Background: an optimization exercise with open tools, aiming at small area, a short achievable clock period and few clock cycles. Do not read the settings as production practice.
In this exercise RTL edits were held to simulation tests only and were not proved equivalent to the original.
No driver is modelled on the clock port, so clocking that relies on it looks cheaper here than on a real chip.
Power figures rest on the tool's default switching activity, not on a simulated workload.

## mem_unit
module mem_unit (
  input  logic                   clk_in,
  input  logic                   rst_in,
  input  logic                   rdy_in,
  input  logic                   fetch_en,
  input  mem_pkg::addr_t         fetch_addr,
  output logic                   fetch_done,
  output mem_pkg::word_t         fetch_data,
  input  logic                   load_en,
  input  mem_pkg::addr_t         load_addr,
  input  mem_pkg::size_t         load_size,
  output logic                   load_done,
  output mem_pkg::word_t         load_data,
  input  logic                   store_en,
  input  mem_pkg::addr_t         store_addr,
  input  mem_pkg::size_t         store_size,
  input  mem_pkg::word_t         store_data,
  output logic                   store_done,
  input  logic                   flush_in,
  input  logic                   io_buffer_full,
  input  mem_pkg::byte_t         mem_din,
  output mem_pkg::byte_t         mem_dout,
  output mem_pkg::addr_t         mem_a,
  output logic                   mem_wr
);
  logic        f_out;       
  logic        s_val;       
  logic [15:0] sw;
  logic [2:0]  fc;
  logic        fdin;        
  logic        f_sub;       
  logic [31:0] ra;
  logic        d_busy;
  logic        d_run;       
  logic        own;         
  logic        own_w;       
  logic        d_wr;        
  logic        d_io;        
  logic [17:0] d_q;         
  logic [1:0]  d_idx;       
  logic [1:0]  d_last;      
  logic [31:0] sd;          
  logic [3:0]  wb;          
  logic        ldin;        
  logic        l_fin;       
  logic        ls1, ls2, ls4;  
  logic        d_req;
  logic [1:0]  req_size, req_last;
  logic [17:0] req_addr;
  logic        req_io;
  logic        d_go;        
  logic        d_end;       
  logic        l_start;     
  logic        f_new;       
  logic        c_out;       
  logic        f_go0;       
  ...
==> flow/config.mk <==
export PLATFORM = sky130hd
export DESIGN_NAME = mem_unit
export DESIGN_NICKNAME = mem_unit
export VERILOG_FILES = /design/flow/design.v
export SDC_FILE = /design/flow/constraint.sdc
export NUM_CORES = 4
export LEC_CHECK = 0
export CAP_MARGIN = 20
export CORE_MARGIN = 2
export CORE_UTILIZATION = 40
export SETUP_SLACK_MARGIN = 2.6
export SLEW_MARGIN = 20
==> flow/constraint.sdc <==
create_clock -name core_clock -period 5.0 [get_ports {clk_in}]
set_input_delay 1.0000 -clock core_clock [delete_from_list [all_inputs] [get_ports {clk_in}]]
set_output_delay 1.0000 -clock core_clock [all_outputs]
set_load 0.01 [all_outputs]
standard.sh (not shown) runs the stock make flow with config.mk's settings and CLKGATE_MAP_FILE= SYNTH_SCRIPT=/design/flow/synth_recipe.tcl, a recipe that flattens the netlist after the stock synthesis.
==> flow/flow/run.sh <==
#!/bin/bash
# Standard layout, except:
# - the port buffers are plain buf_1 cells (the default pick is the slower
#   and larger clkdlybuf4s50_1); the resizer still sizes them up where
#   timing or slew needs it;
# - the clock tree is built by flow/clock_tree.tcl just before the CTS step
#   (one root buffer, one leaf buffer per cluster of flip-flops), and the
#   CTS step is then left with nothing to do. Its usual tree for this small
#   design is 17 leaf buffers of about 8 flip-flops each.
set -euo pipefail
export BUFFER_PORTS_ARGS="-buffer_cell sky130_fd_sc_hd__buf_1"
export PRE_CTS_TCL="$PWD/flow/clock_tree.tcl"
export CTS_ARGS="-clk_nets clk_in"
bash standard.sh > flow_make.log 2>&1
Other scripts of this flow, unchanged in this note and not shown: flow/flow/clock_tree.tcl
The baseline completed with no timing, DRC or antenna violations.
Testbench counts at the start, summed over its fixed seeds: cycles 65,049.
Edit:
Settings changed: SETUP_SLACK_MARGIN 2.6 to 2.5.
Effect: The new run passed the timing, DRC and antenna checks; worst setup slack gets worse by 32 ps; synthesized cell count does not change; total power decreases by a few percent; sequential power hardly moves; fmax decreases slightly; sequential cell count does not change; core utilization decreases by 2.6 points.

* * *

JK:
Another version of the RTL of mem_unit (not shown whole).
For scale: roughly 680 cells after synthesis, roughly 130 flip-flops.
==> flow/config.mk <==
export PLATFORM = sky130hd
export DESIGN_NAME = mem_unit
export DESIGN_NICKNAME = mem_unit
export VERILOG_FILES = /design/flow/design.v
export SDC_FILE = /design/flow/constraint.sdc
export NUM_CORES = 4
export LEC_CHECK = 0
export CAP_MARGIN = 20
export CORE_MARGIN = 2
export CORE_UTILIZATION = 40
export SETUP_SLACK_MARGIN = 2.4
export SLEW_MARGIN = 20
==> flow/constraint.sdc <==
create_clock -name core_clock -period 5.0 [get_ports {clk_in}]
set_input_delay 1.0000 -clock core_clock [delete_from_list [all_inputs] [get_ports {clk_in}]]
set_output_delay 1.0000 -clock core_clock [all_outputs]
set_load 0.01 [all_outputs]
==> flow/flow/run.sh <==
#!/bin/bash
set -euo pipefail
export BUFFER_PORTS_ARGS="-buffer_cell sky130_fd_sc_hd__buf_1"
export RECOVER_POWER=100
bash standard.sh > flow_make.log 2>&1
JK reached the final stage; the timing, DRC and antenna checks on its layout passed.
Testbench counts of JK, summed over its fixed seeds: cycles 65,234.
[inputs] MS vs JK
Settings: putting CTS_CLUSTER_SIZE at 40 where nothing was set; putting CTS_CLUSTER_DIAMETER at 150 where nothing was set; putting CTS_BUF_LIST at sky130_fd_sc_hd__clkbuf_4 sky130_fd_sc_hd__clkbuf_8 where nothing was set.
--- a/flow/flow/run.sh
+++ b/flow/flow/run.sh
@@ -1,0 +2,3 @@
+# Standard layout, with the port buffers made of plain buf_1 cells
+# (the default pick is the slower and larger clkdlybuf4s50_1); the
+# resizer still sizes them up where timing or slew needs it.
@@ -4 +6,0 @@
-export RECOVER_POWER=100
==> comparison <==
Between JK and MS, the difference in detailed-route wire length per cell is negligible. Final critical path time including I/O delays and setup (higher): JK. Higher utilization goes to JK over MS. MS ended up with a higher post-route worst hold slack than JK did. Compared to JK, MS has cell area after layout 1.3% lower.
#### Input delta (AL over MS)
Settings: CTS_BUF_LIST no longer set, was sky130_fd_sc_hd__clkbuf_4 sky130_fd_sc_hd__clkbuf_8; CTS_CLUSTER_SIZE no longer set, was 40; CTS_CLUSTER_DIAMETER no longer set, was 150.
### Flow results
- MS and AL ended up with nearly the same reported combinational group power.
- The first-pass GRT wire length on MS is in line with that on AL.
- Global routing usage on met2 across MS and AL: no real change.
- On AL: total chip power is 330 uW higher than what MS gave.
- NOTE: number of non-clock buffers in AL exceeds that of MS

==> re-timing with driven ports <==
The flow's constraints put no driver on any port. The routed layouts listed below were extracted and timed again, unchanged, in two steps. Step 1 (the two cells are an assumption about what drives the block):
set clk [get_ports {clk_in}]
set_driving_cell -lib_cell sky130_fd_sc_hd__clkbuf_16 $clk
set_driving_cell -lib_cell sky130_fd_sc_hd__buf_2 [delete_from_list [all_inputs] $clk]
Step 2 moves the port delays by t, midway between the first and last clock arrival at a register: inputs arrive t later, outputs are due t later. That takes back most of the time a late clock gives input paths. Three values: no drivers, after step 1, after step 2; two values: the first two.
run	t, ns	slack for setup (ns)	latest minus earliest clock arrival (ns)	slew at the worst register clock pin (ns)	worst data-port slew with drivers (ns)
the first run of note 1	0.430	2.569 / 2.513 / 2.280	0.036 / 0.036	0.12 / 0.12	0.07
the second run of note 1	0.437	2.537 / 2.514 / 2.169	0.021 / 0.020	0.11 / 0.11	0.05
JK	0.455	1.494 / 1.509 / 1.054	0.010 / 0.010	0.06 / 0.06	0.06
MS	0.482	2.426 / 2.406 / 1.969	0.011 / 0.011	0.09 / 0.09	0.06
AL	0.457	2.420 / 2.400 / 2.078	0.013 / 0.013	0.06 / 0.06	0.06
After both steps every run listed still meets setup and hold. The setup slack of MS, which loses most, moves by -0.020 ns with the drivers and by -0.457 ns with both steps.
